This design comes from an exercise in tuning for small area, a short achievable clock period and few clock cycles on the open sky130 flow, not from production work. At most, simulation tests tie the RTL to the original design; equivalence was not proved. For runs 5 to 7, only the layout was checked, not whether the RTL still works. No run shown here takes its clock network from TritonCTS; it comes from the design's own scripts or RTL. The clock input has no modelled driver; a real chip could not lean on it and would need a root buffer or a full tree. No activity file was given, so power comes from the tool's default toggle rates.

**design/flow/design.v**
```verilog
package phdc_pkg;
  localparam int unsigned PosW  = 16;
  localparam int unsigned PosXW = PosW + 1;
  localparam logic [PosW-1:0] PosMax = '1;
  localparam int unsigned LenW = 15;
  localparam int unsigned WinW = 5;
  localparam int unsigned CrcW = 32;
  localparam logic [CrcW-1:0] CrcPoly = 32'hEDB8_8320;
  localparam logic [CrcW-1:0] CrcInit = 32'hFFFF_FFFF;
  localparam logic [7:0] FirstByteCrcMask = 8'hDF;
  localparam logic [PosXW-1:0] HdrCrcStart = 17'd7;
  localparam logic [PosXW-1:0] HdrEnd      = 17'd11;
  localparam logic [PosXW-1:0] CrcBytes    = 17'd4;
  localparam logic [WinW-1:0] WindowLimitRst  = 5'd31;
  localparam logic [LenW-1:0] PayloadLimitRst = 15'd512;
  typedef enum logic [0:0] {
    CfgWindowLimit  = 1'b0,
    CfgPayloadLimit = 1'b1
  } cfg_reg_e;
  typedef enum logic [2:0] {
    StOk           = 3'd0,
    StInconsistent = 3'd1,
    StNoHeader     = 3'd2,
    StType         = 3'd3,
    StWindow       = 3'd4,
    StLength       = 3'd5,
    StCrc          = 3'd6
  } status_e;
  typedef struct packed {
    status_e          status;
    logic [1:0]       pkt_type;
    logic             truncated;
    logic [WinW-1:0]  window;
    logic [LenW-1:0]  payload_length;
    logic [7:0]       seqnum;
    logic [31:0]      timestamp;
    logic [CrcW-1:0]  header_crc;
    logic [CrcW-1:0]  payload_crc;
    logic             payload_crc_checked;
  } res_t;
endpackage
import phdc_pkg::*;
module phdc_crc8 (
  input  logic [phdc_pkg::CrcW-1:0] crc_i,
  input  logic [7:0]                data_i,
  output logic [phdc_pkg::CrcW-1:0] crc_o
);
  always_comb begin
    logic [CrcW-1:0] c;
    c = crc_i ^ {{(CrcW-8){1'b0}}, data_i};
    for (int i = 0; i < 8; i++) begin
      c = (c >> 1) ^ (CrcPoly & {CrcW{c[0]}});
    end
    crc_o = c;
  end
endmodule
import phdc_pkg::*;
module phdc_parser (
  input  logic                      clk_i,
  input  logic                      rst_ni,
  input  logic                      step_i,
  input  logic                      idle_i,
  input  logic [7:0]                data_i,
  input  logic                      last_i,
  input  logic [phdc_pkg::WinW-1:0] window_limit_i,
  input  logic [phdc_pkg::LenW-1:0] payload_limit_i,
  output phdc_pkg::res_t            res_o
);
  localparam logic [1:0] PhHdr  = 2'd0;
  localparam logic [1:0] PhPay  = 2'd1;
  localparam logic [1:0] PhTail = 2'd2;
  localparam logic [1:0] PhPast = 2'd3;
  logic [1:0]      ph_q;
  logic [LenW-1:0] cnt_q;    
  logic [1:0]      bi_q;     
  logic            herr_q, perr_q;
  logic            l_q;
  logic [7:0]      b0_q, seq_q;
  logic [LenW-1:0] len_q;
  logic [31:0]     ts_q;
  logic [CrcW-1:0] hcrc_q;
  logic [CrcW-1:0] pc_q;     
  logic [2:0]      st_q;
  logic            chkd_q;
  logic            in_h, in_p, in_t;
  logic [3:0]      n;
  logic            p0, p1, p2l, pseq, pts, prx, pcrc, phc, hdr_last;
  logic [7:0]      dz, ref_b;
  logic            mism;
  logic [CrcW-1:0] crc_in, crc_upd;
  logic [7:0]      crc_data;
  logic            crc_en, bi_en, pc_clr;
  logic            plast, len_nz, chk;
  assign in_h = (ph_q == PhHdr);
  assign in_p = (ph_q == PhPay);
  assign in_t = (ph_q == PhTail);
  assign n    = cnt_q[3:0];
  assign p0       = in_h && (n == 4'd0);
  assign p1       = in_h && (n == 4'd1);
  assign p2l      = in_h && (n == 4'd2) && l_q;
  assign pseq     = in_h && (l_q ? (n == 4'd3) : (n == 4'd2));
  assign pts      = in_h && (l_q ? (n >= 4'd4 && n <= 4'd7) : (n >= 4'd3 && n <= 4'd6));
  assign prx      = in_h && (l_q ? (n >= 4'd8) : (n >= 4'd7));
  assign pcrc     = in_h && (l_q ? (n <= 4'd7) : (n <= 4'd6));
  assign phc      = in_h && (l_q ? (n == 4'd7) : (n == 4'd6));
  assign hdr_last = prx && (bi_q == 2'd3);
  assign ref_b = pc_q[8*(3-bi_q) +: 8];
  assign mism  = (data_i != ref_b);
  assign crc_in   = ~pc_q;
  assign crc_data = p0 ? (data_i & FirstByteCrcMask) : data_i;
  phdc_crc8 u_crc8 (
    .crc_i  (crc_in),
    .data_i (crc_data),
    .crc_o  (crc_upd)
  );
  assign crc_en = pcrc || in_p;
  assign bi_en  = pts || prx || in_t;
  assign plast  = (cnt_q == len_q);
  assign len_nz = (len_q != '0);
  assign chk    = len_nz && !b0_q[5];
  assign dz = p0 ? 8'h00 : data_i;
  logic nohdr, inc_a, typ0, winb, lenb, inc_b, herr_e, inc_c, perr_e;
  phdc_pkg::status_e status;
  assign nohdr  = in_h && (n <= 4'd5);
  assign inc_a  = in_h && (n <= 4'd9);
  assign typ0   = (b0_q[7:6] == 2'd0);
  assign winb   = (b0_q[4:0] > window_limit_i);
  assign lenb   = (len_q > payload_limit_i);
  assign inc_b  = in_h && (n == 4'd10) && l_q;
  assign herr_e = herr_q || (hdr_last && mism);
  assign inc_c  = (in_h && len_nz) || (in_p && (!plast || chk)) ||
                  (in_t && (bi_q != 2'd3));
  assign perr_e = perr_q || (in_t && mism);
  always_comb begin
    if (nohdr)                status = StNoHeader;
    else if (inc_a)           status = StInconsistent;
    else if (typ0)            status = StType;
    else if (winb)            status = StWindow;
    else if (lenb)            status = StLength;
    else if (inc_b)           status = StInconsistent;
    else if (herr_e)          status = StCrc;
    else if (inc_c)           status = StInconsistent;
    else if (chk && perr_e)   status = StCrc;
    else                      status = StOk;
  end
  logic checked;
  assign checked = chk && !(nohdr || inc_a || typ0 || winb || lenb || inc_b ||
                            herr_e || inc_c);
  always_ff @(posedge clk_i or negedge rst_ni) begin
    if (!rst_ni) begin
      ph_q  <= PhHdr;
      cnt_q <= 15'd0;
      bi_q  <= 2'd0;
    end else if (step_i) begin
      if (last_i) begin
        ph_q  <= PhHdr;
        cnt_q <= 15'd0;
        bi_q  <= 2'd0;
      end else begin
        if (bi_en) bi_q <= bi_q + 2'd1;
        if (hdr_last) begin
          cnt_q <= 15'd1;
        end else if (in_h || in_p) begin
          cnt_q <= cnt_q + 15'd1;
        end
        if (hdr_last) ph_q <= len_nz ? PhPay : PhPast;
        if (in_p && plast) ph_q <= chk ? PhTail : PhPast;
        if (in_t && bi_q == 2'd3) ph_q <= PhPast;
      end
    end
  end
  assign pc_clr = (idle_i && in_h && n == 4'd0) ||
                  (step_i && (hdr_last || (last_i && !checked)));
  always_ff @(posedge clk_i) begin
    if (pc_clr)                 pc_q <= '0;
    else if (step_i && crc_en)  pc_q <= ~crc_upd;
  end
  always_ff @(posedge clk_i) begin
    if (step_i) begin
      if (p0) b0_q <= data_i;
      if (p1) l_q <= data_i[7];
      if (p0 || p1) len_q[14:8] <= dz[7] ? dz[6:0] : 7'd0;
      if (p0 || p1 || p2l) len_q[7:0] <= (p1 && data_i[7]) ? 8'h00 : {dz[7] && !p1, dz[6:0]};
      if (p0 || pseq) seq_q <= dz;
      for (int b = 0; b < 4; b++) begin
        if (p0 || (pts && bi_q == 2'(b))) ts_q[8*b +: 8] <= dz;
      end
      if (p0 || phc) hcrc_q <= p0 ? 32'h0 : ~crc_upd;
      herr_q <= (!p0 && herr_q) || (prx && mism);
      perr_q <= (!p0 && perr_q) || (in_t && mism);
      if (last_i) begin
        st_q   <= status;
        chkd_q <= checked;
      end
    end
  end
  always_comb begin
    res_o.status              = phdc_pkg::status_e'(st_q);
    res_o.pkt_type            = b0_q[7:6];
    res_o.truncated           = b0_q[5];
    res_o.window              = b0_q[4:0];
    res_o.payload_length      = len_q;
    res_o.seqnum              = seq_q;
    res_o.timestamp           = ts_q;
    res_o.header_crc          = hcrc_q;
    res_o.payload_crc         = pc_q;
    res_o.payload_crc_checked = chkd_q;
  end
endmodule
import phdc_pkg::*;
module packet_header_decoder_crc32_top (
  input  logic                      clk_i,
  input  logic                      rst_ni,
  input  logic                      in_valid_i,
  output logic                      in_ready_o,
  input  logic [7:0]                data_byte_i,
  input  logic                      last_byte_i,
  output logic                      out_valid_o,
  input  logic                      out_ready_i,
  output logic [2:0]                status_o,
  output logic [1:0]                pkt_type_o,
  output logic                      truncated_o,
  output logic [phdc_pkg::WinW-1:0] window_o,
  output logic [phdc_pkg::LenW-1:0] payload_length_o,
  output logic [7:0]                seqnum_o,
  output logic [31:0]               timestamp_o,
  output logic [phdc_pkg::CrcW-1:0] header_crc_o,
  output logic [phdc_pkg::CrcW-1:0] payload_crc_o,
  output logic                      payload_crc_checked_o,
  input  logic                      cfg_valid_i,
  output logic                      cfg_ready_o,
  input  logic [0:0]                cfg_index_i,
  input  logic [phdc_pkg::LenW-1:0] cfg_data_i
);
  logic            in_valid_q;
  logic [7:0]      in_data_q;
  logic            in_last_q;
  logic            out_valid_q;
  phdc_pkg::res_t  res;
  logic [WinW-1:0] window_limit_q;
  logic [LenW-1:0] payload_limit_q;
  logic in_ready_q, out_valid_d;
  assign in_ready_o = in_ready_q;
  always_ff @(posedge clk_i or negedge rst_ni) begin
    if (!rst_ni) begin
      in_valid_q <= 1'b0;
      in_ready_q <= 1'b0;
    end else begin
      in_valid_q <= in_valid_i && in_ready_o;
      in_ready_q <= !out_valid_d && !(in_valid_i && in_ready_o && last_byte_i);
    end
  end
  always_ff @(posedge clk_i) begin
    in_data_q <= data_byte_i;
    in_last_q <= last_byte_i;
  end
  assign cfg_ready_o = 1'b1;
  always_ff @(posedge clk_i or negedge rst_ni) begin
    if (!rst_ni) begin
      window_limit_q  <= WindowLimitRst;
      payload_limit_q <= PayloadLimitRst;
    end else if (cfg_valid_i) begin
      unique case (cfg_index_i)
        CfgWindowLimit:  window_limit_q  <= cfg_data_i[WinW-1:0];
        CfgPayloadLimit: payload_limit_q <= cfg_data_i;
        default: ;
      endcase
    end
  end
  phdc_parser u_parser (
    .clk_i           (clk_i),
    .rst_ni          (rst_ni),
    .step_i          (in_valid_q),
    .idle_i          (!in_valid_q && !out_valid_q),
    .data_i          (in_data_q),
    .last_i          (in_last_q),
    .window_limit_i  (window_limit_q),
    .payload_limit_i (payload_limit_q),
    .res_o           (res)
  );
  assign out_valid_d = (in_valid_q && in_last_q) || (out_valid_q && !out_ready_i);
  always_ff @(posedge clk_i or negedge rst_ni) begin
    if (!rst_ni) begin
      out_valid_q <= 1'b0;
    end else begin
      out_valid_q <= out_valid_d;
    end
  end
  assign out_valid_o           = out_valid_q;
  assign status_o              = res.status;
  assign pkt_type_o            = res.pkt_type;
  assign truncated_o           = res.truncated;
  assign window_o              = res.window;
  assign payload_length_o      = res.payload_length;
  assign seqnum_o              = res.seqnum;
  assign timestamp_o           = res.timestamp;
  assign header_crc_o          = res.header_crc;
  assign payload_crc_o         = res.payload_crc;
  assign payload_crc_checked_o = res.payload_crc_checked;
endmodule
```
**design/flow/flow/clock_leaves.txt**
```
8
```
**design/flow/standard.sh**
```bash
#!/bin/bash
# synth_recipe.tcl (not shown) runs the flow's synth.tcl, then flattens the netlist and writes it again
# the make line also repeats each setting of config.mk as NAME=value (left out here)
make -C /OpenROAD-flow-scripts/flow DESIGN_CONFIG=/design/flow/config.mk WORK_HOME=/design/flow/orfs CLKGATE_MAP_FILE= SYNTH_SCRIPT=/design/flow/synth_recipe.tcl "${@:-finish}"
```
**design/flow/flow/clock_root.txt**
```
sky130_fd_sc_hd__clkinv_8
```
**design/flow/flow/run.sh**
```bash
#!/bin/bash
# Standard ORFS layout (standard.sh, with the standard synthesis), except:
#  - the port buffers are made from the smallest buffer cell;
#  - extra ORFS make variables for the layout steps from flow/make_vars.txt;
#  - flow/clock_tree.tcl builds the clock tree (the clock port drives four
#    mid inverters, each driving two leaf inverters, each leaf driving one
#    cluster of flip-flops) in place of ORFS's
#    CTS step, then repairs timing as that step does; make then carries on
#    from its result with global routing.
# The clock period and constraints are the design's (constraint.sdc as given).
# Each tool run writes its full output to its own log in this folder.
set -euo pipefail
MARGIN=$(cat flow/setup_margin.txt)
EXTRA=""
if [[ -f flow/make_vars.txt ]]; then
  EXTRA="$(cat flow/make_vars.txt)"
fi
export BUFFER_PORTS_ARGS="-buffer_cell sky130_fd_sc_hd__buf_1"
sed -E "s/SETUP_SLACK_MARGIN=[^ ]+/SETUP_SLACK_MARGIN=${MARGIN} ${EXTRA}/" standard.sh > standard_tuned.sh
bash standard.sh synth > synth_make.log 2>&1
bash standard_tuned.sh place > place_make.log 2>&1
export RESULTS="$PWD/orfs/results/${FLOW_PLATFORM}/packet_header_decoder_crc32_top/base"
export PLATFORM_DIR="$FLOW_HOME/platforms/${FLOW_PLATFORM}"
export LIB_FILE="$PLATFORM_DIR/lib/sky130_fd_sc_hd__tt_025C_1v80.lib"
export SETUP_MARGIN="$MARGIN"
export DONT_USE_CELLS="$(make -s -C "$FLOW_HOME" DESIGN_CONFIG="$PWD/config.mk" print-DONT_USE_CELLS 2> dont_use.log | sed -n 's/^DONT_USE_CELLS *[:=]* *//p')"
export NLEAF=$(cat flow/clock_leaves.txt)
export LEAF_BUF=$(cat flow/clock_leaf.txt)
export MID_FANOUT=2
export ROOT_BUF=$(cat flow/clock_root.txt)
openroad -no_init -exit flow/clock_tree.tcl > clock_tree.log 2>&1
bash standard_tuned.sh > layout_make.log 2>&1
```
**design/flow/flow/clock_leaf.txt**
```
sky130_fd_sc_hd__clkinv_8
```
**design/flow/flow/setup_margin.txt**
```
8.0
```
**design/flow/flow/clock_tree.tcl**
```tcl
# Clock tree in place of ORFS's CTS step: the clock port drives mid cells
# (ROOT_BUF), each driving one or two leaf cells (LEAF_BUF); each leaf buffer drives one cluster of flip-flops, the
# clusters made by k-means on the flip-flops' placed positions.
read_db $::env(RESULTS)/3_place.odb
read_liberty $::env(LIB_FILE)
read_sdc $::env(RESULTS)/3_place.sdc
source $::env(PLATFORM_DIR)/setRC.tcl
set K $::env(NLEAF)
set LEAF $::env(LEAF_BUF)
set ROOTBUF $::env(ROOT_BUF)
set block [ord::get_db_block]
set dbu [$block getDbUnitsPerMicron]
set clk [lindex [all_clocks] 0]
set src [get_full_name [lindex [get_property $clk sources] 0]]
set net [$block findNet $src]
set pts {}
foreach it [$net getITerms] {
  if {![$it isInputSignal]} { continue }
  set inst [$it getInst]
  set bb [$inst getBBox]
  lappend pts [list [expr {([$bb xMin] + [$bb xMax]) / 2.0 / $dbu}] [expr {([$bb yMin] + [$bb yMax]) / 2.0 / $dbu}] "[$inst getName]/[[$it getMTerm] getName]"]
}
puts "clock sinks: [llength $pts]"
# k-means, deterministic start: points sorted by angle around the centroid
set cx 0; set cy 0
foreach p $pts { set cx [expr {$cx + [lindex $p 0]}]; set cy [expr {$cy + [lindex $p 1]}] }
set cx [expr {$cx / [llength $pts]}]; set cy [expr {$cy / [llength $pts]}]
set sorted [lsort -real -index 3 [lmap p $pts { list {*}$p [expr {atan2([lindex $p 1]-$cy, [lindex $p 0]-$cx)}] }]]
set cent {}
for {set k 0} {$k < $K} {incr k} {
  set p [lindex $sorted [expr {int(($k + 0.5) * [llength $sorted] / $K)}]]
  lappend cent [list [expr {($cx + [lindex $p 0]) / 2}] [expr {($cy + [lindex $p 1]) / 2}]]
}
set cap [expr {int(ceil(double([llength $pts]) / $K * 1.15))}]
for {set iter 0} {$iter < 30} {incr iter} {
  # balanced assignment: nearest centre with room, farthest points first
  set cnt [lrepeat $K 0]
  set asg {}
  set order {}
  foreach p $sorted {
    set best 1e9
    foreach c $cent { set d [expr {hypot([lindex $p 0]-[lindex $c 0], [lindex $p 1]-[lindex $c 1])}]; if {$d < $best} { set best $d } }
    lappend order [list $best $p]
  }
  foreach e [lsort -real -decreasing -index 0 $order] {
    set p [lindex $e 1]
    set bk -1; set bd 1e9
    for {set k 0} {$k < $K} {incr k} {
      if {[lindex $cnt $k] >= $cap} { continue }
      set c [lindex $cent $k]
      set d [expr {hypot([lindex $p 0]-[lindex $c 0], [lindex $p 1]-[lindex $c 1])}]
      if {$d < $bd} { set bd $d; set bk $k }
    }
    lset cnt $bk [expr {[lindex $cnt $bk] + 1}]
    lappend asg [list $bk $p]
  }
  set sx [lrepeat $K 0.0]; set sy [lrepeat $K 0.0]
  foreach a $asg {
    set k [lindex $a 0]; set p [lindex $a 1]
    lset sx $k [expr {[lindex $sx $k] + [lindex $p 0]}]
    lset sy $k [expr {[lindex $sy $k] + [lindex $p 1]}]
  }
  set cent {}
  for {set k 0} {$k < $K} {incr k} {
    lappend cent [list [expr {[lindex $sx $k] / max(1,[lindex $cnt $k])}] [expr {[lindex $sy $k] / max(1,[lindex $cnt $k])}]]
  }
}
puts "cluster sizes: $cnt"
# cells and nets are made directly in the database, so that inverters can
# serve as well as buffers (two inverting levels keep the clock's polarity)
set db [ord::get_db]
proc out_mterm {master} {
  foreach mt [$master getMTerms] {
    if {[$mt getSigType] eq "SIGNAL" && [$mt getIoType] eq "OUTPUT"} { return [$mt getName] }
  }
}
proc add_cell {master_name name x y} {
  global block db dbu
  set master [$db findMaster $master_name]
  set inst [odb::dbInst_create $block $master $name]
  $inst setLocation [expr {int($x * $dbu)}] [expr {int($y * $dbu)}]
  $inst setPlacementStatus PLACED
  return $inst
}
proc add_net {name} {
  global block
  set n [odb::dbNet_create $block $name]
  $n setSigType CLOCK
  return $n
}
set leaves {}
for {set k 0} {$k < $K} {incr k} {
  set c [lindex $cent $k]
  set inst [add_cell $LEAF clkleaf_$k [lindex $c 0] [lindex $c 1]]
  set ln [add_net clknet_leaf_$k]
  [$inst findITerm [out_mterm [$inst getMaster]]] connect $ln
  foreach a $asg {
    if {[lindex $a 0] != $k} { continue }
    set pin [lindex [lindex $a 1] 2]
    set slash [string last / $pin]
    set it [[$block findInst [string range $pin 0 [expr {$slash - 1}]]] findITerm [string range $pin [expr {$slash + 1}] end]]
    $it disconnect
    $it connect $ln
  }
  lappend leaves $inst
}
# mid level: the leaves in closest pairs (or singly, with MID_FANOUT 1), one
# mid cell per group, placed between its leaves; the clock port drives the
# mid cells
proc best_pairs {idx cent} {
  if {[llength $idx] == 0} { return [list 0.0 {}] }
  set a [lindex $idx 0]
  set best [list 1e18 {}]
  foreach b [lrange $idx 1 end] {
    set rest [lsearch -all -inline -not -exact [lrange $idx 1 end] $b]
    set sub [best_pairs $rest $cent]
    set ca [lindex $cent $a]; set cb [lindex $cent $b]
    set d [expr {hypot([lindex $ca 0]-[lindex $cb 0], [lindex $ca 1]-[lindex $cb 1]) + [lindex $sub 0]}]
    if {$d < [lindex $best 0]} { set best [list $d [concat [list [list $a $b]] [lindex $sub 1]]] }
  }
  return $best
}
set idx {}
for {set k 0} {$k < $K} {incr k} { lappend idx $k }
if {$::env(MID_FANOUT) == 2} {
  set groups [lindex [best_pairs $idx $cent] 1]
} else {
  set groups [lmap k $idx { list $k }]
}
set m 0
foreach g $groups {
  set x 0; set y 0
  foreach k $g { set x [expr {$x + [lindex [lindex $cent $k] 0]}]; set y [expr {$y + [lindex [lindex $cent $k] 1]}] }
  set x [expr {$x / [llength $g]}]; set y [expr {$y / [llength $g]}]
  if {[llength $g] == 1} {
    # next to its leaf, towards the middle of the core
    set x [expr {$x + 0.3 * ($cx - $x)}]; set y [expr {$y + 0.3 * ($cy - $y)}]
  }
  set inst [add_cell $ROOTBUF clkmid_$m $x $y]
  set mn [add_net clknet_mid_$m]
  [$inst findITerm [out_mterm [$inst getMaster]]] connect $mn
  [$inst findITerm A] connect $net
  foreach k $g { [[lindex $leaves $k] findITerm A] connect $mn }
  incr m
}
global_connect
foreach n [$block getNets] { if {[string match clknet_* [$n getName]]} { $n setSigType CLOCK } }
$net setSigType CLOCK
set_propagated_clock [all_clocks]
set_dont_use $::env(DONT_USE_CELLS)
# the rest as ORFS's cts.tcl does after its clock tree synthesis
estimate_parasitics -placement
detailed_placement
estimate_parasitics -placement
report_clock_skew
report_clock_latency
repair_timing -setup_margin $::env(SETUP_MARGIN) -hold_margin 0 -repair_tns 100 -verbose
detailed_placement
check_placement -verbose
estimate_parasitics -placement
report_clock_skew
report_checks -path_delay max -group_path_count 5 -format end
report_check_types -max_slew -max_capacitance
write_db $::env(RESULTS)/4_1_cts.odb
write_sdc $::env(RESULTS)/4_cts.sdc
```
**design/flow/flow/make_vars.txt**
```

```
**design/flow/config.mk**
```make
export PLATFORM = sky130hd
export DESIGN_NAME = packet_header_decoder_crc32_top
export DESIGN_NICKNAME = packet_header_decoder_crc32_top
export VERILOG_FILES = /design/flow/design.v
export SDC_FILE = /design/flow/constraint.sdc
export NUM_CORES = 4
export LEC_CHECK = 0
export CAP_MARGIN = 20
export CORE_MARGIN = 2
export CORE_UTILIZATION = 70
export CTS_BUF_LIST = sky130_fd_sc_hd__clkbuf_8
export SETUP_SLACK_MARGIN = 0.5
export SLEW_MARGIN = 20
```
**design/flow/constraint.sdc**
```tcl
create_clock -name core_clock -period 11.0 [get_ports {clk_i}]
set_input_delay 2.2000 -clock core_clock [delete_from_list [all_inputs] [get_ports {clk_i}]]
set_output_delay 2.2000 -clock core_clock [all_outputs]
set_load 0.01 [all_outputs]
```
==> run notes, run 1 <==
ratio of cells with drive above 1 in the final layout 12.3%; DRC Markers 0; Comb pwr share 49.7%; IO Pins 164; IO buf count 162; full die area 13600 um2; Final Setup Violations 0; CP max FO 4; first-pass GRT wire length 31300 um; P_sw between 1 and 1.5 mW; Net count, final 969; Synth Warn # 3; HPWL Detailed 14700 um; total gr overflow 0; CP max-delay cell dfxtp_1; Setup Skew 20.8 ps; TNS Setup 0 ps; Cells after Synth 748; top-area cell type share of the netlist area about a third; Die Y between 100 and 150 um; Worst-Skew Late Latency between 150 and 200 ps; switching fraction of total power 42.6%; CP required 8800 ps; final wirelength 21300 um; synthesis-stage register bit count around 190; WL/cell 19.7 um; vias post-DR 6426; min Tclk post-route 2980 ps; Max-Cap Viols 0; WS Path Type reg -> out; pwr dens 285 nW/um2; Synth Net Count 806; Clock transition at path regs approximately 90 ps; core area ~13000 um2; RSZ-0062 raised after global routing true; Slew headroom between 30 and 40%; Hold WC Path Type reg -> reg; Yosys top cell by area edfxtp_1; Synth Cell Area 8870 um2; number of synthesized flops with an enable pin 102; vias in the first global route about 5900; most frequent cell after synthesis nor2_1; row cnt 41; GRT Overall Usage 29.8%; initial antenna violation count 0; Mapped Avg Cell Area 11.9 um2; internal cell power about 1.6 mW; # diodes 0; Core Util, Final about four fifths; Worst Path Buf+Inv 1; status complete, no violations; Starting Density between 70 and 80%; slowest cell delay on critical path 430 ps; drt first pass iters 5; Crit. End Element output pin; Final period util 27.1%; critical path launch point type flop; synth top area cells edfxtp_1 (35%), dfrtp_1 (10%), dfxtp_1 (9.3%); Worst VDD drop 237 uV; CP arrival 780 ps; synth cell count leaders nor2_1 (107), edfxtp_1 (102), xnor2_1 (49), dfxtp_1 (41), inv_1 (41); Peak Freq 0.335 GHz; Area Growth Syn to Fin 12.2%; crit path cell chain clkbuf_2; main flop type after synthesis edfxtp_1; sequential cell area fraction in the yosys report 55.7%; Iteration-0 DRC Markers 701; worst slew pin tran 982 ps; Final Max Slew Viols 0; Final Wtd Congestion roughly 0.9; largest net degree at the start of global routing 43; Async S/R FF share, synth 22.7%; Clk pwr share about a tenth; library cells used by synthesis 61; LEAKAGE 3.80 nW; Seq pwr share 40.8%; Crit path max-delay family flip-flops; vias per cell 5.94; Routed Antenna Nets 0; final hold vios 0; DIE WIDTH 117 um
placed cells by master (no fill, tap or decap), types with 9 or more instances in the layout:
cell type,n
dfxtp_2,9
nor3_1,9
xor2_1,34
nand3_1,14
edfxtp_1,102
dfrtp_1,36
ha_1,28
xnor2_1,49
clkinv_8,12
and3_1,14
dfxtp_1,31
nand2_1,28
o21ai_0,14
mux2_2,18
inv_1,41
and2_1,11
a211oi_1,18
nor4_1,11
buf_1,157
a21oi_1,35
nor2_1,107
buf_4,19
metrics by stage:
stage | hold slack, ps | std cells | total power, mW | cell area, um2 | setup slack, ps
finish | 504 | 1081 | 2.84 | 9950 | 8020
floorplan | 420 | 748 | 2.18 | 8900 | 8040
global route | 518 | 1081 | 3.01 | 9950 | 7960
detailed placement | 484 | 1051 | 2.53 | 9570 | 7800
global placement | 483 | 1051 | 2.48 | 9570 | 7840
state kept, by name, indices dropped and copies added (netlist names), 8 cells and up:
name,flops
in_data_q,8
payload_limit_q,15
u_parser.b0_q,8
u_parser.cnt_q,15
u_parser.hcrc_q,32
u_parser.len_q,15
u_parser.pc_q,32
u_parser.seq_q,8
u_parser.ts_q,32
area by class of cell:
cell class                 count  area, um2
tap                          172        215
multi-input combinational    490       3680
sequential                   185       4960
fill                         824       2560
inverter                      53        349
timing repair buffer         181        757
worst paths after layout:
path                                           startpoint  slack (ps)  cells past startpoint                              to
setup / recovery           u_parser.pc_q[16]$_SDFFE_PP0P_        8020                      1               payload_crc_o[16]
hold / removal             u_parser.pc_q[31]$_SDFFE_PP0P_         500                      2  u_parser.pc_q[31]$_SDFFE_PP0P_
setup reg to reg             u_parser.bi_q[0]$_DFFE_PN0P_        8170                      7  u_parser.st_q[2]$_SDFFCE_PP0P_
hold reg to reg            u_parser.pc_q[31]$_SDFFE_PP0P_         500                      2  u_parser.pc_q[31]$_SDFFE_PP0P_
max in group asynchronous                          rst_ni        8180                      1  payload_limit_q[4]$_DFFE_PN0P_
min in group asynchronous                          rst_ni        2190                      1    u_parser.ph_q[0]$_DFFE_PN0P_
kinds of logic (layout without fill, tap and decap cells):
group,count (synthesis),in the layout,synth area share (%)
AND/OR/NAND/NOR,219,219,11.5
flip-flops,185,185,55.7
AO/OA/AOI/OAI,113,114,8.20
XOR/XNOR,102,102,12.7
buffers and inverters,74,234,3.56
adder cells (fa/ha/maj),28,28,3.95
multiplexers,26,26,4.32
other,1,1,0.0423
worst reg2reg max path, delay by kind of cell, from the launching register on:
| kind | cells | cell delay, ps |
|---|---|---|
| muxes | 1 | 620 |
| xor gates and xnor gates | 1 | 190 |
| DFF | 1 | 810 |
| and+or+nand+nor | 3 | 590 |
| AOI/OAI and AO/OA | 2 | 370 |
power by group through the flow:
stage,logic (mW),registers (mW),clock network [mW]
floorplan,1.03,1.16,0
global placement,1.32,1.16,0
detailed placement,1.36,1.17,0
global route,1.54,1.18,0.297
finish,1.41,1.16,0.270
metal layers:
metal / GRT usage [%] / wire length, um
met5: 0 / 0
met4: 8.86 / 622
met3: 3.22 / 1840
met2: 46.9 / 10000
met1: 44.5 / 8790
Testbench counts, summed over its fixed seeds: cycles 160,438.
==> run 2, diff against run 1 <==
--- a/design/flow/design.v
+++ b/design/flow/design.v
@@ -172,6 +172,14 @@
   assign pc_clr = (idle_i && in_h && n == 4'd0) ||
                   (step_i && (hdr_last || (last_i && !checked)));
   always_ff @(posedge clk_i) begin
+    if (idle_i && in_h && n == 4'd0) begin
+      len_q <= '0;
+    end else if (step_i) begin
+      if (p1) len_q[14:8] <= data_i[7] ? data_i[6:0] : 7'd0;
+      if (p1 || p2l) len_q[7:0] <= (p1 && data_i[7]) ? 8'h00 : {!p1 && data_i[7], data_i[6:0]};
+    end
+  end
+  always_ff @(posedge clk_i) begin
     if (pc_clr)                 pc_q <= '0;
     else if (step_i && crc_en)  pc_q <= ~crc_upd;
   end
@@ -179,8 +187,6 @@
     if (step_i) begin
       if (p0) b0_q <= data_i;
       if (p1) l_q <= data_i[7];
-      if (p0 || p1) len_q[14:8] <= dz[7] ? dz[6:0] : 7'd0;
-      if (p0 || p1 || p2l) len_q[7:0] <= (p1 && data_i[7]) ? 8'h00 : {dz[7] && !p1, dz[6:0]};
       if (p0 || pseq) seq_q <= dz;
       for (int b = 0; b < 4; b++) begin
         if (p0 || (pts && bi_q == 2'(b))) ts_q[8*b +: 8] <= dz;
==> design/flow/flow/setup_margin.txt (replaced) <==
8.1
==> run 2 against run 1 <==
Net effect:
- total power up 7.1%
- fmax fell by 0.23%
- sequential power grew 5%
- synthesized area shrank 2.0%
- die area shrank 2.0%
- sequential cell count did not move
- combinational power increased by 9.9%
- critical path type is now in -> reg
- cell count grew 3.8%
- routed wire length is 10% higher
- largest power group unchanged
==> run notes, run 2 <==
Core Util, Final 84.0%; CP max-delay cell mux2_2; RSZ-0062 raised after global routing true; GRT Overall Usage 33.2%; drt first pass iters 7; hold slack final 496 ps; Routed Antenna Nets 0; Die Y 115 um; main flop type after synthesis edfxtp_1; DIE WIDTH 115 um; Worst-Skew Late Latency around 150 ps; WL/cell 20.9 um; Net count, final slightly above 1000; final wirelength 23400 um; library cells used by synthesis 65; pwr dens 300 nW/um2; most common cell after layout, fill and taps aside edfxtp_1; Synth Area in Adders 4.03%; vias in the first global route 6465; core area about 12000 um2; critical path launch point type input pin; Max-Cap Viols 0; min Tclk post-route 2990 ps; WS Path Type in -> reg; first-pass GRT wire length about 35000 um; HPWL Detailed ~16000 um; mux contribution to synthesized area 4.28%; synth cell count leaders edfxtp_1 (87), nor2_1 (87), xnor2_1 (69), nand2_1 (58), dfxtp_1 (56); Yosys top cell by area edfxtp_1; r2r setup slk 8120 ps; Mapped Avg Cell Area 11.2 um2; Async S/R FF share, synth 22.7%; Final Setup Violations 0; row cnt 40; total gr overflow 0; Cells after Synth between 700 and 800; top-area cell type share of the netlist area 30.1%; slowest cell delay on critical path 360 ps; synth top area cells edfxtp_1 (30%), dfxtp_1 (13%), dfrtp_1 (10%); Crit. End Element flop; worst slew pin tran 949 ps; IO Pins roughly 160; Final period util 27.2%; Peak Freq 0.335 GHz; number of synthesized flops with an enable pin 87; Final Worst Setup Slack approximately 8000 ps; synthesis-stage register bit count 185; Worst VDD drop between 300 and 400 uV; CP arrival 3070 ps; DRC Markers 0; vias post-DR 7002; Final Wtd Congestion 0.886; Final Max Slew Viols 0; Clock transition at path regs 90 ps; Hold WC Path Type reg -> reg; LEAKAGE 3.98 nW; Setup Skew 17.7 ps; pre-CTS WS 7720 ps; Synth Warn # 3; Area Growth Syn to Fin 16.7%; # diodes 0; CP max FO 9; crit path cell chain buf_1 -> nor2b_4 -> mux2_2; simple-gate share of the synthesized area 12.6%; Final Cell Area 10100 um2; Total Power 3.04 mW; Final Non-Filler Cells 1122; full die area between 10000 and 15000 um2; ratio of cells with drive above 1 in the final layout between 20% and 30%; status complete, no violations; Slew headroom 36.3%; post-synthesis xor/xnor area fraction about a tenth; largest net degree at the start of global routing 43; Starting Density 72.0%; final hold vios 0; Synth Net Count 837; Largest regs u_parser.hcrc_q (32), u_parser.pc_q (32), u_parser.ts_q (32); sequential cell area fraction in the yosys report 55.2%; TNS Setup 0 ps; Iteration-0 DRC Markers about 800; CP required 11080 ps; main combinational cell family by area after synthesis simple AND/OR/NAND/NOR gates; initial antenna violation count 2; IO buf count 162; Synth Area in Compound Gates about a tenth; Synth Cell Area 8690 um2; placed cells 1087; vias per cell 6.24; most frequent cells in the layout edfxtp_1 (87), nor2_1 (86), buf_1 (78), clkbuf_2 (77), xnor2_1 (69); Placed Instance Area about 9500 um2
## run 2: cell types whose count changed after synthesis, moves of 6 or more
cell      before  now
nor2_1       107   87
nor2b_1        4   15
xnor2_4        7    1
nand3_1       14   26
xor2_1        34   22
nand2_1       29   58
dfxtp_1       41   56
and3_1        14    5
xnor2_1       49   69
a31oi_1        6    0
o21ai_0       19   38
a22oi_1        0    9
edfxtp_1     102   87
## run 2: worst paths after layout
check,from,endpoint,cells past startpoint
max,cfg_valid_i,window_limit_q[0]$_DFFE_PN1P_,3
min,u_parser.pc_q[30]$_SDFFE_PP0P_,u_parser.pc_q[30]$_SDFFE_PP0P_,2
max reg2reg,u_parser.b0_q[1]$_DFFE_PP_,u_parser.pc_q[7]$_SDFFE_PP0P_,11
min reg2reg,u_parser.pc_q[30]$_SDFFE_PP0P_,u_parser.pc_q[30]$_SDFFE_PP0P_,2
max in group asynchronous,rst_ni,u_parser.cnt_q[0]$_DFFE_PN0P_,1
min in group asynchronous,rst_ni,in_valid_q$_DFF_PN0_,1
## run 2: power breakdown
group | leakage (nW) | total (mW) | switching (mW) | internal, mW
registers | 1.80 | 1.22 | 0.196 | 1.02
logic | 2.10 | 1.55 | 0.906 | 0.642
clock network | 0.0827 | 0.276 | 0.226 | 0.0500
## run 2: logic make-up (layout without fill, tap and decap cells)
group	after synthesis	after routing
AO/OA/AOI/OAI	140	140
XOR/XNOR	97	97
adder cells (fa/ha/maj)	28	28
buffers and inverters	67	241
flip-flops	185	185
multiplexers	25	25
other	1	1
AND/OR/NAND/NOR	236	237
## run 2: routing by layer
layer  up-vias  track usage (%)  wire [um]
met5         -                0         20
met4         4             8.67        671
met3        70             5.11       2130
met2       476             52.9      11400
met1      3366             48.2       9230
li1       3086                -          -
## run 2: worst max-delay path, delay by kind of cell
| kind | cells | cell delay, ps |
|---|---|---|
| mux | 1 | 360 |
| simple gates | 1 | 290 |
| buf+inv | 1 | 220 |
## run 2: cell type report
class	instances	area, um2
Fill cell	652	1930
Tap cell	168	210
Multi-Input combinational cell	528	3670
Timing Repair Buffer	191	985
Sequential cell	185	4930
Inverter	50	338
Testbench counts of run 2, summed over its fixed seeds: cycles 160,438.
==> run 3, diff against run 2 <==
==> design/flow/flow/setup_margin.txt (replaced) <==
8.0
==> run 3 against run 2 <==
Net effect:
- combinational power fell by 6%
- die area did not move
- sequential share of layout area rose by 0.92 points
- routed wire length fell by 5.5%
- critical path type unchanged
==> run notes, run 3 <==
status complete, no violations; most frequent cells in the layout buf_1 (158), edfxtp_1 (87), nor2_1 (86), xnor2_1 (69), nand2_1 (56); synth cell count leaders edfxtp_1 (87), nor2_1 (87), xnor2_1 (69), nand2_1 (58), dfxtp_1 (56); vias per cell 6.19; CP max FO 9; HPWL Detailed 15900 um; Synth Warn # 3; number of synthesized flops with an enable pin 87; Final Setup Violations 0; DRC Markers 0; DIE WIDTH 115 um; WL/cell about 20 um; vias in the first global route 6416; Crit. End Element flop; Fill cells 760; final hold vios 0; main flop type after synthesis edfxtp_1; Routed Antenna Nets 0; Async S/R FF share, synth approximately 23%; top-area cell type share of the netlist area 30.1%; Iteration-0 DRC Markers 872; Die Y 115 um; pwr dens 300 nW/um2; IO Pins ~160; Clock transition at path regs roughly 80 ps; core area between 10000 and 15000 um2; library cells used by synthesis 65; IO buf count 162; Starting Density 72.0%; Worst VDD drop 261 uV; sequential cell area fraction in the yosys report 55.2%; GRT Overall Usage 32.5%; Largest regs u_parser.hcrc_q (32), u_parser.pc_q (32), u_parser.ts_q (32); hold slack final just over 500 ps; Synth Net Count 837; vias post-DR 6831; CP required 11070 ps; Worst-Skew Late Latency 150 ps; full die area 13300 um2; synthesis-stage register bit count 185; final wirelength approximately 22000 um; Max-Cap Viols 0; Mapped Avg Cell Area between 10 and 15 um2; TNS Setup 0 ps; worst slew pin tran 979 ps; initial antenna violation count 0; largest net degree at the start of global routing 43; Setup Skew 15.1 ps; synth top area cells edfxtp_1 (30%), dfxtp_1 (13%), dfrtp_1 (10%); Cells after Synth 779; Yosys top cell by area edfxtp_1; # diodes 0; row cnt 40; most common cell after layout, fill and taps aside buf_1; ratio of cells with drive above 1 in the final layout between 10 and 15%; WS Path Type in -> reg; Final Max Slew Viols 0; min Tclk post-route about 3000 ps; Area Growth Syn to Fin 12.0%; Hold WC Path Type reg -> reg; RSZ-0062 raised after global routing true; LEAKAGE 3.61 nW; first-pass GRT wire length roughly 34000 um; Final period util 27.3%; critical path launch point type input pin; Core Util, Final 80.6%; Slew headroom 34.7%; CP arrival 3070 ps; drt first pass iters 6; total gr overflow 0; Register Area 4820 um2; Net count, final 996; Peak Freq 0.333 GHz; Final Wtd Congestion 0.937; Synth Cell Area 8690 um2; multi-input logic area roughly 3700 um2
==> run 3: cells by family (layout without fill, tap and decap cells) <==
kind of cell	Yosys count	count (layout)	share of synthesized area, %
flops	185	185	55.2
xor+xnor	97	97	10.5
simple gates	236	236	12.6
fa+ha+maj	28	28	4.03
mux	25	25	4.28
buf+inv	67	224	3.10
compound gates	140	140	10.3
other cells	1	1	0.0432
==> run 3: layer usage <==
layer	track usage [%]	vias up	wire length, um
li1	-	3060	-
met1	47.9	3309	8960
met2	52.6	414	10700
met3	3.53	48	1970
met4	7.39	0	511
met5	0	-	0
==> run 3: layout make-up <==
type / count / share of cell area (%)
Multi-Input combinational cell: 527 / 37.6
Tap cell: 168 / 2.16
Inverter: 50 / 3.47
Timing Repair Buffer: 174 / 7.23
Sequential cell: 185 / 49.6
==> run 3: stage by stage <==
step | setup slack [ps] | instances | total power, mW | area, um2
3_5_place_dp | 7810 | 1091 | 2.60 | 9470
3_3_place_gp | 7850 | 1091 | 2.53 | 9470
2_1_floorplan | 8040 | 779 | 2.19 | 8700
6_report | 8000 | 1104 | 2.92 | 9730
5_1_grt | 7970 | 1104 | 3.10 | 9730
==> run 3: report_power, final <==
part | switching [mW] | internal (mW) | leakage (nW) | total [mW]
combinational | 0.861 | 0.589 | 1.74 | 1.45
clock | 0.222 | 0.0499 | 0.0827 | 0.272
sequential | 0.202 | 0.993 | 1.79 | 1.20
==> run 3: path summary, 6_finish.rpt <==
kind	startpoint	end	slack (ps)	cells after the start
setup / recovery	cfg_valid_i	window_limit_q[0]$_DFFE_PN1P_	8000	3
hold / removal	u_parser.len_q[13]$_SDFFE_PP0P_	u_parser.len_q[13]$_SDFFE_PP0P_	510	2
setup reg to reg	u_parser.cnt_q[0]$_DFFE_PN0P_	u_parser.pc_q[15]$_SDFFE_PP0P_	8260	10
hold reg to reg	u_parser.len_q[13]$_SDFFE_PP0P_	u_parser.len_q[13]$_SDFFE_PP0P_	510	2
max in group asynchronous	rst_ni	u_parser.bi_q[0]$_DFFE_PN0P_	8150	1
min in group asynchronous	rst_ni	u_parser.bi_q[1]$_DFFE_PN0P_	2200	1
==> run 3: worst max-delay path, stage by stage <==
cell	delay (ps)
buf_1	160
nor2b_2	330
mux2_2	380
==> run 4, diff against run 3 <==
--- a/design/flow/config.mk
+++ b/design/flow/config.mk
@@ -7,7 +7,6 @@
 export LEC_CHECK = 0
 export CAP_MARGIN = 20
 export CORE_MARGIN = 2
-export CORE_UTILIZATION = 70
-export CTS_BUF_LIST = sky130_fd_sc_hd__clkbuf_8
+export CORE_UTILIZATION = 80
 export SETUP_SLACK_MARGIN = 0.5
 export SLEW_MARGIN = 20
==> run 4 against run 3 <==
Net effect:
- hold slack about the same
- die area shrank 12%
- routed wire length up 47%
- critical endpoint is now u_parser.hcrc_q[24]$_SDFFCE_PP0P_
- largest power group unchanged
==> run notes, run 4 <==
Iteration-0 DRC Markers between 1500 and 2000; top-area cell type share of the netlist area 30.1%; drt first pass iters 12; LEAKAGE between 3 and 4 nW; total gr overflow 0; Peak Freq 0.310 GHz; CP required 10880 ps; core area 10700 um2; TNS Setup 0 ps; library cells used by synthesis 65; critical path launch point type flop; vias in the first global route 7656; Synth Cell Area 8690 um2; most common cell after layout, fill and taps aside buf_1; Final Wtd Congestion 0.925; GRT Overall Usage between 50 and 60%; WL/cell 30.3 um; Cells after Synth 779; Final period util 29.4%; Synth Net Count 837; sequential cell area fraction in the yosys report 55.2%; DRC Markers 0; most frequent cells in the layout buf_1 (157), edfxtp_1 (87), nor2_1 (85), xnor2_1 (67), nand2_1 (56); largest net degree at the start of global routing 43; Crit. End Element flop; Fill cells 420; WS Path Type reg -> reg; initial antenna violation count 0; Synth Warn # 3; vias post-DR 8256; main flop type after synthesis edfxtp_1; IO buf count 162; Setup Skew 23.5 ps; ratio of cells with drive above 1 in the final layout 12.3%; min Tclk post-route 3230 ps; synthesis-stage register bit count 185; synth top area cells edfxtp_1 (30%), dfxtp_1 (13%), dfrtp_1 (10%); # diodes 0; Async S/R FF share, synth 22.7%; Worst VDD drop 335 uV; R2R depth 5; RSZ-0062 raised after global routing true; Starting Density 81.2%; IO Pins around 160; DIE WIDTH 108 um; Largest regs u_parser.hcrc_q (32), u_parser.pc_q (32), u_parser.ts_q (32); final wirelength 32500 um; Final Max Slew Viols 0; Yosys top cell by area edfxtp_1; first-pass GRT wire length 44700 um; Area Growth Syn to Fin 11.7%; vias per cell 7.70; HPWL Detailed between 15000 and 20000 um; Total Power 3.32 mW; Die Y 108 um; row cnt 38; Max-Cap Viols 0; Final Setup Violations 0; Hold Path Stages 2; r2r setup slk 7770 ps; Mapped Avg Cell Area 11.2 um2; Slew headroom between 10% and 20%; CP arrival 3110 ps; Clock transition at path regs about 100 ps; Worst-Skew Late Latency roughly 160 ps; worst slew pin tran 1250 ps; full die area between 10000 and 15000 um2; Hold WC Path Type reg -> reg; Final Worst Setup Slack ~7800 ps; status complete, no violations; Core Util, Final 90.7%; CP max FO 6; pre-CTS WS 7760 ps; pwr dens 342 nW/um2; Net count, final about 990; final hold vios 0; number of synthesized flops with an enable pin 87; synth cell count leaders edfxtp_1 (87), nor2_1 (87), xnor2_1 (69), nand2_1 (58), dfxtp_1 (56); Routed Antenna Nets 0
## run 4: cell counts after synthesis
Identical to the previous run, type by type.
## run 4: metrics by stage
step / area [um2] / std cells / hold WS, ps
after floorplan: 8700 / 779 / 478
after global placement: 9390 / 1057 / 482
after detailed placement: 9390 / 1058 / 492
after global routing: 9700 / 1072 / 523
final: 9700 / 1072 / 512
## run 4: final timing paths
check                                                      from                           endpoint
worst max-delay path                       in_data_q[0]$_DFF_P_  u_parser.hcrc_q[24]$_SDFFCE_PP0P_
worst min-delay path            u_parser.len_q[11]$_SDFFE_PP0P_    u_parser.len_q[11]$_SDFFE_PP0P_
worst max register to register             in_data_q[0]$_DFF_P_  u_parser.hcrc_q[24]$_SDFFCE_PP0P_
worst min register to register  u_parser.len_q[11]$_SDFFE_PP0P_    u_parser.len_q[11]$_SDFFE_PP0P_
max in group asynchronous                                rst_ni      window_limit_q[4]$_DFFE_PN1P_
min in group asynchronous                                rst_ni               in_valid_q$_DFF_PN0_
## run 4: per-layer routing
metal | vias up | GRT usage [%] | wire length, um
met3 | 466 | 18.3 | 5330
met5 | - | 0 | 0
met4 | 0 | 40.3 | 4070
li1 | 3036 | - | -
met1 | 3624 | 60.7 | 9310
met2 | 1130 | 79.1 | 13800
## run 4: cell type report
class                      count  area (um2)  area share, %
sequential                   185        4840           49.8
inverter                      50         338           3.48
timing repair buffer         170         674           6.95
multi-input combinational    527        3680           37.9
tap                          140         175           1.81
## run 4: cell families after synthesis
kind of cell,count (synthesis),synth area share [%]
mux,25,4.28
compound gates,140,10.3
flops,185,55.2
other cells,1,0.0432
buf+inv,67,3.10
simple gates,236,12.6
fa+ha+maj,28,4.03
xor+xnor,97,10.5
## run 4: where the power goes
part           internal [mW]  switching, mW  total (mW)
Clock                 0.0500          0.236       0.286
Sequential             0.999          0.256        1.25
Combinational          0.599           1.18        1.78
Total                   1.65           1.67        3.32
## run 4: critical path, cell delays in order (launching register included)
cell	delay (ps)
dfxtp_1	720
xnor2_1	420
xnor2_1	1090
xnor2_1	240
xnor2_1	360
nor2_1	130
==> run 5, diff against run 4 <==
--- a/design/flow/design.v
+++ b/design/flow/design.v
@@ -106,6 +106,7 @@
   assign hdr_last = prx && (bi_q == 2'd3);
   assign ref_b = pc_q[8*(3-bi_q) +: 8];
   assign mism  = (data_i != ref_b);
+  assign dz = p0 ? 8'h00 : data_i;
   assign crc_in   = ~pc_q;
   assign crc_data = p0 ? (data_i & FirstByteCrcMask) : data_i;
   phdc_crc8 u_crc8 (
@@ -118,7 +119,6 @@
   assign plast  = (cnt_q == len_q);
   assign len_nz = (len_q != '0);
   assign chk    = len_nz && !b0_q[5];
-  assign dz = p0 ? 8'h00 : data_i;
   logic nohdr, inc_a, typ0, winb, lenb, inc_b, herr_e, inc_c, perr_e;
   phdc_pkg::status_e status;
   assign nohdr  = in_h && (n <= 4'd5);
@@ -173,8 +173,10 @@
                   (step_i && (hdr_last || (last_i && !checked)));
   always_ff @(posedge clk_i) begin
     if (idle_i && in_h && n == 4'd0) begin
-      len_q <= '0;
+      len_q  <= '0;
+      hcrc_q <= '0;
     end else if (step_i) begin
+      if (phc) hcrc_q <= ~crc_upd;
       if (p1) len_q[14:8] <= data_i[7] ? data_i[6:0] : 7'd0;
       if (p1 || p2l) len_q[7:0] <= (p1 && data_i[7]) ? 8'h00 : {!p1 && data_i[7], data_i[6:0]};
     end
@@ -186,12 +188,11 @@
   always_ff @(posedge clk_i) begin
     if (step_i) begin
       if (p0) b0_q <= data_i;
-      if (p1) l_q <= data_i[7];
       if (p0 || pseq) seq_q <= dz;
       for (int b = 0; b < 4; b++) begin
         if (p0 || (pts && bi_q == 2'(b))) ts_q[8*b +: 8] <= dz;
       end
-      if (p0 || phc) hcrc_q <= p0 ? 32'h0 : ~crc_upd;
+      if (p1) l_q <= data_i[7];
       herr_q <= (!p0 && herr_q) || (prx && mism);
       perr_q <= (!p0 && perr_q) || (in_t && mism);
       if (last_i) begin
--- a/design/flow/config.mk
+++ b/design/flow/config.mk
@@ -7,6 +7,7 @@
 export LEC_CHECK = 0
 export CAP_MARGIN = 20
 export CORE_MARGIN = 2
-export CORE_UTILIZATION = 80
+export CORE_UTILIZATION = 70
+export CTS_BUF_LIST = sky130_fd_sc_hd__clkbuf_8
 export SETUP_SLACK_MARGIN = 0.5
 export SLEW_MARGIN = 20
==> run 5 against run 4 <==
Net effect:
- setup slack better by 240 ps
- critical endpoint is now pkt_type_o[1]
- still clean
- synthesized cell count is 4.1% higher
- sequential share of layout area is 2.7 points lower
==> run notes, run 5 <==
Clk pwr share 11.3%; main flop type after synthesis dfxtp_1; Area Growth Syn to Fin 11.2%; Synth Area in Compound Gates 11.5%; DIE WIDTH approximately 110 um; IO Pins 164; P_sw 1.06 mW; Max-Cap Viols 0; final hold vios 0; Hold WC Path Type reg -> reg; Cells after Synth 811; vias post-DR 6713; drt first pass iters 5; most frequent cell after synthesis dfxtp_1; Worst VDD drop 244 uV; WS Path Type reg -> out; Synth Area in Adders 4.08%; largest net degree at the start of global routing 46; core area roughly 12000 um2; Yosys top cell by area dfxtp_1; main combinational cell family by area after synthesis simple AND/OR/NAND/NOR gates; full die area 13200 um2; Largest regs u_parser.hcrc_q (32), u_parser.pc_q (32), u_parser.ts_q (32); top-area cell type share of the netlist area 20.5%; initial antenna violation count 0; Iteration-0 DRC Markers 807; number of synthesized flops with an enable pin 55; Mapped Avg Cell Area 10.6 um2; CP required 8800 ps; vias per cell 6.06; status complete, no violations; ratio of cells with drive above 1 in the final layout 10.3%; IO buf count 162; Crit path max-delay family flip-flops; CP arrival 790 ps; Setup Skew 23.5 ps; switching fraction of total power 43.8%; row cnt 40; first-pass GRT wire length 33100 um; simple-gate share of the synthesized area 13.1%; slowest cell delay on critical path between 400 and 500 ps; Clock transition at path regs roughly 100 ps; Worst-Skew Late Latency 160 ps; Final Non-Filler Cells roughly 1100; Peak Freq 0.335 GHz; mux contribution to synthesized area 4.31%; most frequent cells in the layout buf_1 (159), nand2_1 (74), nor2_1 (73), dfxtp_1 (66), xnor2_1 (59); # diodes 0; Crit. End Element output pin; Synth Warn # 3; WL/cell 19.2 um; HPWL Detailed between 15000 and 20000 um; placed cells 1092; Synth Net Count between 800 and 900; Routed Antenna Nets 0; Placed Instance Area 9290 um2; R2R depth 10; synth top area cells dfxtp_1 (21%), edfxtp_1 (19%), dfrtp_1 (10%); Net count, final roughly 1000; Final period util between 20% and 30%; total gr overflow 0; Slew headroom between 20% and 30%; Die Y between 100 and 150 um; min Tclk post-route 2990 ps; Hold Path Stages 2; final wirelength 21300 um; pwr dens 253 nW/um2; vias in the first global route 6380; synth cell count leaders dfxtp_1 (88), nand2_1 (75), nor2_1 (75), xnor2_1 (59), edfxtp_1 (55); worst slew pin tran about 1100 ps; GRT Overall Usage 31.5%; Worst Path Buf+Inv 1; Comb pwr share 48.0%; Final Max Slew Viols 0; DRC Markers 0; Final Wtd Congestion 0.895; internal cell power between 1 and 1.5 mW; LEAKAGE 3.63 nW; CP max-delay cell edfxtp_1; Async S/R FF share, synth 22.7%; critical path launch point type flop; CP max FO 2; Final Cell Area 9550 um2; post-synthesis xor/xnor area fraction 11.4%; Crit path depth 1; RSZ-0062 raised after global routing true; most common cell after layout, fill and taps aside buf_1; Seq pwr share 40.7%; Final Setup Violations 0; sequential cell area fraction in the yosys report 52.1%; TNS Setup 0 ps; library cells used by synthesis 56; synthesis-stage register bit count about 190; crit path cell chain clkbuf_2; Starting Density a little under three quarters; Synth Cell Area 8590 um2
## run 5: changes by cell type after synthesis, sizes merged, moves of 8 or more
cell / before / now
a211oi: 16 / 31
a21oi: 41 / 52
a22o: 0 / 12
a22oi: 9 / 1
clkbuf: 19 / 27
dfxtp: 56 / 88
edfxtp: 87 / 55
nand2: 58 / 76
nor2: 87 / 75
nor2b: 15 / 5
xor2: 24 / 34
## run 5: power by group through the flow
stage | clock network (mW) | registers [mW] | logic [mW]
floorplan | 0 | 0.978 | 0.815
global placement | 0 | 0.982 | 1.10
detailed placement | 0 | 0.987 | 1.13
global route | 0.301 | 0.992 | 1.25
finish | 0.274 | 0.982 | 1.16
## run 5: cells by family after synthesis
group,count (synthesis)
AOI/OAI and AO/OA,156
xor gates and xnor gates,101
other,1
buffers and inverters,74
DFF,185
adders and majority gates,28
and+or+nand+nor,241
muxes,25
## run 5: final cells by class
| cell class | count | area (um2) |
|---|---|---|
| repair buffers | 174 | 702 |
| multi-input cells | 552 | 3830 |
| flip-flops and latches | 185 | 4500 |
| well taps | 147 | 184 |
| inverters | 49 | 334 |
| fillers | 771 | 2470 |
## run 5: per-layer routing
layer,track usage [%],vias to the layer above,share of wire (%)
li1,-,3121,-
met3,3.74,38,8.1
met1,46.1,3222,42
met2,51.7,332,48
met4,6.35,0,1.8
met5,0,-,0
## run 5: worst paths after layout
| check | endpoint | startpoint | slack, ps |
|---|---|---|---|
| setup / recovery | pkt_type_o[1] | u_parser.b0_q[7]$_DFFE_PP_ | 8010 |
| hold / removal | u_parser.hcrc_q[6]$_SDFFE_PP0P_ | u_parser.hcrc_q[6]$_SDFFE_PP0P_ | 460 |
| setup reg to reg | u_parser.pc_q[10]$_SDFFE_PP0P_ | u_parser.cnt_q[0]$_DFFE_PN0P_ | 8030 |
| hold reg to reg | u_parser.hcrc_q[6]$_SDFFE_PP0P_ | u_parser.hcrc_q[6]$_SDFFE_PP0P_ | 460 |
| max in group asynchronous | payload_limit_q[4]$_DFFE_PN0P_ | rst_ni | 8210 |
| min in group asynchronous | in_ready_q$_DFF_PN0_ | rst_ni | 2180 |
## run 5: metrics by stage
step | setup slack [ps] | hold slack (ps) | util [%] | power, mW
2_1_floorplan | 8040 | 478 | - | 1.79
5_1_grt | 7960 | 483 | 79.5 | 2.54
6_report | 8010 | 458 | 79.5 | 2.41
3_3_place_gp | 7860 | 440 | 77.4 | 2.08
3_5_place_dp | 7810 | 446 | 77.4 | 2.11
==> run 6, diff against run 5 <==
--- a/design/flow/design.v
+++ b/design/flow/design.v
@@ -143,9 +143,11 @@
     else if (chk && perr_e)   status = StCrc;
     else                      status = StOk;
   end
-  logic checked;
-  assign checked = chk && !(nohdr || inc_a || typ0 || winb || lenb || inc_b ||
-                            herr_e || inc_c);
+  logic checked, ok_q;
+  assign checked = ok_q && ((in_t && bi_q == 2'd3) || (ph_q == PhPast));
+  always_ff @(posedge clk_i) begin
+    ok_q <= chk && !(typ0 || winb || lenb || herr_q);
+  end
   always_ff @(posedge clk_i or negedge rst_ni) begin
     if (!rst_ni) begin
       ph_q  <= PhHdr;
==> run 6 against run 5 <==
Net effect:
- first-iteration DRC count shrank 20%
- critical path depth is the same
- cell count grew 3.7%
- clock skew grew 17 ps
==> run notes, run 6 <==
status complete, no violations; R2R depth 6; vias post-DR 7008; IO Pins 164; Final Wtd Congestion between 0.9 and 1; Setup Skew 40.7 ps; min Tclk post-route 2990 ps; synthesis-stage register bit count 186; # diodes 0; Fill cells 803; worst slew pin tran around 1000 ps; drt first pass iters 5; Worst VDD drop around 220 uV; DIE WIDTH 116 um; Synth Net Count 890; library cells used by synthesis 63; Hold Path Stages 2; Synth Warn # 3; placed cells 1136; Die Y 116 um; Worst-Skew Late Latency ~170 ps; CP required 8800 ps; Iteration-0 DRC Markers 647; crit path cell chain buf_1; number of synthesized flops with an enable pin 55; Final Setup Violations 0; Crit. End Element output pin; pwr dens 273 nW/um2; vias in the first global route 6594; CP Launch Point u_parser.len_q[0]$_SDFFE_PP0P_; Max-Cap Viols 0; final wirelength 22400 um; Yosys top cell by area dfxtp_1; final hold vios 0; initial antenna violation count 0; most common cell after layout, fill and taps aside buf_1; most frequent cells in the layout buf_1 (158), nand2_1 (103), nor2_1 (70), dfxtp_1 (62), xnor2_1 (56); synth cell count leaders nand2_1 (104), dfxtp_1 (89), nor2_1 (71), xnor2_1 (56), edfxtp_1 (55); Crit path depth 1; worst hold start u_parser.hcrc_q[20]$_SDFFE_PP0P_; Synth Area in Adders 4.00%; Clock transition at path regs ~90 ps; Final Non-Filler Cells 1148; TNS Setup 0 ps; Largest regs u_parser.hcrc_q (32), u_parser.pc_q (32), u_parser.ts_q (32); CP max FO 5; WS Path Type reg -> out; GRT Overall Usage 33.1%; CP arrival slightly below 800 ps; LEAKAGE roughly 3.7 nW; synth top area cells dfxtp_1 (20%), edfxtp_1 (19%), dfrtp_1 (10%); Crit path max-delay family flip-flops; critical path launch point type flop; RR Startpoint u_parser.bi_q[1]$_DFFE_PN0P_; Hold WC Path Type reg -> reg; slowest cell delay on critical path 460 ps; largest net degree at the start of global routing 49; WL/cell 19.5 um; CP max-delay cell dfxtp_1; IO buf count 162; RSZ-0062 raised after global routing true; Starting Density 72.2%; post-synthesis xor/xnor area fraction 11.7%; Async S/R FF share, synth 22.6%; Area Growth Syn to Fin 11.4%; sequential cell area fraction in the yosys report 51.3%; Final Max Slew Viols 0; Peak Freq 0.334 GHz; Net count, final 1040; Synth Cell Area 8750 um2; vias per cell 6.10; Slew headroom 34.5%; HPWL Detailed 16500 um; hold slack final 463 ps; main flop type after synthesis dfxtp_1; Core Util, Final around four fifths; DRC Markers 0; mux contribution to synthesized area 4.25%; Final period util 27.2%; Routed Antenna Nets 0; total gr overflow 0; row cnt 40; top-area cell type share of the netlist area between 20% and 30%; simple-gate share of the synthesized area 13.7%; ratio of cells with drive above 1 in the final layout about a tenth; r2r setup slk roughly 8000 ps; Synth Area in Compound Gates 11.6%; core area 12100 um2; Cells after Synth 832; Mapped Avg Cell Area 10.5 um2; full die area 13400 um2; first-pass GRT wire length roughly 35000 um; most frequent cell after synthesis nand2_1; main combinational cell family by area after synthesis simple AND/OR/NAND/NOR gates; Worst Path Buf+Inv 1
[run 6: logic make-up after synthesis]
group,after synthesis
other,1
muxes,25
xor gates and xnor gates,100
AOI/OAI and AO/OA,158
and+or+nand+nor,263
adders and majority gates,28
buffers and inverters,71
DFF,186
[run 6: layout make-up]
type | count | area [um2] | share of cell area, %
Timing Repair Buffer | 171 | 684 | 7.02
Tap cell | 168 | 210 | 2.16
Sequential cell | 186 | 4540 | 46.5
Inverter | 48 | 330 | 3.39
Multi-Input combinational cell | 575 | 3990 | 40.9
[run 6: final timing paths]
path	to
max in group asynchronous	u_parser.cnt_q[14]$_DFFE_PN0P_
min in group asynchronous	u_parser.bi_q[0]$_DFFE_PN0P_
worst min-delay path	u_parser.hcrc_q[20]$_SDFFE_PP0P_
worst max register to register	u_parser.st_q[0]$_SDFFCE_PP0P_
worst min register to register	u_parser.hcrc_q[20]$_SDFFE_PP0P_
worst max-delay path	payload_length_o[0]
[run 6: metrics by stage]
step / area [um2] / total power [mW] / worst slack [ps]
2_1_floorplan: 8760 / 2.00 / 8040
3_3_place_gp: 9500 / 2.31 / 7870
3_5_place_dp: 9500 / 2.35 / 7790
5_1_grt: 9750 / 2.82 / 7990
6_report: 9750 / 2.66 / 8010
[run 6: metal layers]
| metal | track usage, % | routed length (um) | up-vias |
|---|---|---|---|
| met1 | 46.5 | 9210 | 3371 |
| met5 | 0 | 0 | - |
| met3 | 5.13 | 1950 | 52 |
| li1 | - | - | 3206 |
| met2 | 54.7 | 10700 | 379 |
| met4 | 8.33 | 574 | 0 |
[run 6: power by group]
part / switching, mW / total [mW] / internal, mW
clock network: 0.226 / 0.276 / 0.0497
logic: 0.766 / 1.32 / 0.552
registers: 0.184 / 1.07 / 0.885
==> run 7, diff against run 6 <==
--- a/design/flow/design.v
+++ b/design/flow/design.v
@@ -85,7 +85,7 @@
   logic            in_h, in_p, in_t;
   logic [3:0]      n;
   logic            p0, p1, p2l, pseq, pts, prx, pcrc, phc, hdr_last;
-  logic [7:0]      dz, ref_b;
+  logic [7:0]      ref_b;
   logic            mism;
   logic [CrcW-1:0] crc_in, crc_upd;
   logic [7:0]      crc_data;
@@ -106,7 +106,6 @@
   assign hdr_last = prx && (bi_q == 2'd3);
   assign ref_b = pc_q[8*(3-bi_q) +: 8];
   assign mism  = (data_i != ref_b);
-  assign dz = p0 ? 8'h00 : data_i;
   assign crc_in   = ~pc_q;
   assign crc_data = p0 ? (data_i & FirstByteCrcMask) : data_i;
   phdc_crc8 u_crc8 (
@@ -176,8 +175,14 @@
   always_ff @(posedge clk_i) begin
     if (idle_i && in_h && n == 4'd0) begin
       len_q  <= '0;
+      seq_q  <= '0;
+      ts_q   <= '0;
       hcrc_q <= '0;
     end else if (step_i) begin
+      if (pseq) seq_q <= data_i;
+      for (int b = 0; b < 4; b++) begin
+        if (pts && bi_q == 2'(b)) ts_q[8*b +: 8] <= data_i;
+      end
       if (phc) hcrc_q <= ~crc_upd;
       if (p1) len_q[14:8] <= data_i[7] ? data_i[6:0] : 7'd0;
       if (p1 || p2l) len_q[7:0] <= (p1 && data_i[7]) ? 8'h00 : {!p1 && data_i[7], data_i[6:0]};
@@ -190,10 +195,6 @@
   always_ff @(posedge clk_i) begin
     if (step_i) begin
       if (p0) b0_q <= data_i;
-      if (p0 || pseq) seq_q <= dz;
-      for (int b = 0; b < 4; b++) begin
-        if (p0 || (pts && bi_q == 2'(b))) ts_q[8*b +: 8] <= dz;
-      end
       if (p1) l_q <= data_i[7];
       herr_q <= (!p0 && herr_q) || (prx && mism);
       perr_q <= (!p0 && perr_q) || (in_t && mism);
==> run 7 against run 6 <==
Net effect:
- die area grew 3.0%
- via count grew 8.1%
- critical path type unchanged
- sequential cell count is the same
- largest cell class is now multi-input combinational cells
==> run notes, run 7 <==
slowest cell delay on critical path roughly 440 ps; Area Growth Syn to Fin 10.2%; Cells after Synth around 1000; Setup Skew 21.7 ps; first-pass GRT wire length 37200 um; number of synthesized flops with an enable pin 15; LEAKAGE slightly below 4 nW; CP Launch Point u_parser.pc_q[26]$_SDFFE_PP0P_; synth top area cells dfxtp_1 (29%), dfrtp_1 (10%), nand2_1 (7.3%); crit path cell chain buf_1; internal cell power between 1.5 and 2 mW; largest net degree at the start of global routing 49; Worst Path Buf+Inv 1; vias post-DR 7579; Worst VDD drop 246 uV; WS Path Type reg -> out; vias per cell a little under 6; Final Setup Violations 0; Async S/R FF share, synth between 20% and 30%; Hold Path Stages 2; CP required 8800 ps; library cells used by synthesis 71; P_sw 1.28 mW; Synth Warn # 3; IO Pins about 160; WL/cell 18.2 um; DIE WIDTH 118 um; Seq pwr share 40.6%; CP arrival 780 ps; ratio of cells with drive above 1 in the final layout 8.98%; sequential cell area fraction in the yosys report 45.3%; switching fraction of total power 45.1%; Clock transition at path regs approximately 100 ps; drt first pass iters 7; worst slew pin tran 840 ps; Starting Density a little under three quarters; most common cell after layout, fill and taps aside nand2_1; Iteration-0 DRC Markers 605; final hold vios 0; IO buf count 162; Max-Cap Viols 0; Crit. End Element output pin; Final Wtd Congestion 0.900; RSZ-0062 raised after global routing false; row cnt 41; full die area around 14000 um2; CP max-delay cell dfxtp_1; total gr overflow 0; Final period util 27.1%; Placed Instance Area 9680 um2; worst hold start u_parser.hcrc_q[20]$_SDFFE_PP0P_; R2R depth 8; GRT Overall Usage roughly a third; Routed Antenna Nets 0; Final Max Slew Viols 0; vias in the first global route 7190; min Tclk post-route just under 3000 ps; most frequent cells in the layout nand2_1 (174), buf_1 (160), dfxtp_1 (103), nor2_1 (77), a21oi_1 (57); most frequent cell after synthesis nand2_1; status complete, no violations; Hold WC Path Type reg -> reg; main flop type after synthesis dfxtp_1; synth cell count leaders nand2_1 (175), dfxtp_1 (129), nor2_1 (77), a21oi_1 (57), xnor2_1 (54); RR Startpoint u_parser.cnt_q[3]$_DFFE_PN0P_; critical path launch point type flop; final wirelength 23100 um; initial antenna violation count 0; Yosys top cell by area dfxtp_1; Peak Freq 0.336 GHz; synthesis-stage register bit count roughly 190; # diodes 0
[run 7: changes by cell type after synthesis, moves of 6 or more]
cell,delta
nand3_1,+28
nand2_1,+71
and3_1,+6
dfxtp_1,+40
edfxtp_1,-40
mux2i_1,+9
o21ai_0,+6
inv_1,-6
nor2_1,+6
xnor2_2,-6
clkbuf_1,+13
[run 7: worst paths after layout]
path                                                     to  slack (ps)
setup / recovery                          payload_crc_o[26]        8020
hold / removal             u_parser.hcrc_q[20]$_SDFFE_PP0P_         460
setup reg to reg             u_parser.pc_q[15]$_SDFFE_PP0P_        8240
hold reg to reg            u_parser.hcrc_q[20]$_SDFFE_PP0P_         460
max in group asynchronous      u_parser.ph_q[1]$_DFFE_PN0P_        8490
min in group asynchronous    payload_limit_q[5]$_DFFE_PN0P_        2080
[run 7: layout make-up]
class,instances,area [um2]
inverters,42,308
well taps,172,215
flip-flops and latches,186,4130
repair buffers,171,681
fillers,912,2670
multi-input cells,703,4610
[run 7: metrics by stage]
step	hold WS [ps]	utilization (%)	cells	power (mW)
2_1_floorplan	403	-	973	2.12
3_3_place_gp	442	76.7	1260	2.50
6_report	457	78.8	1274	2.83
3_5_place_dp	445	76.7	1260	2.53
5_1_grt	484	78.8	1274	3.02
[run 7: logic make-up after synthesis]
kind of cell	Yosys count	share of synthesized area [%]
simple gates	379	18.9
flops	186	45.3
compound gates	170	12.1
xor+xnor	92	10.9
buf+inv	84	3.88
mux	33	4.99
fa+ha+maj	28	3.88
other cells	1	0.0416
[run 7: power by group through the flow]
| stage | clock [mW] | combinational, mW | sequential [mW] |
|---|---|---|---|
| global placement | 0 | 1.36 | 1.14 |
| global route | 0.306 | 1.54 | 1.17 |
| detailed placement | 0 | 1.39 | 1.14 |
| finish | 0.278 | 1.40 | 1.15 |
| floorplan | 0 | 0.989 | 1.13 |
[run 7: layer usage]
layer / track usage (%) / routed length (um) / part of all wire [%] / vias to the layer above
met5: 0 / 0 / 0 / -
met2: 57.4 / 11300 / 49 / 307
met4: 8.66 / 714 / 3.1 / 0
met3: 2.28 / 1460 / 6.3 / 51
li1: - / - / - / 3599
met1: 44.3 / 9680 / 42 / 3622
[run 7: worst register-to-register path, delay by kind of cell, from the launching register on]
family / cells / cell delay [ps]
compound gates: 2 / 200
buf+inv: 2 / 630
flops: 1 / 570
simple gates: 4 / 1210

Re-timed with assumed drivers on the ports (clkbuf_16 on the clock, buf_2 on other inputs), run 7 has 7.867 ns of setup slack against 8.023 ns with ideal ports, and 7.894 ns once port delays also move by the mid clock arrival of 0.300 ns.
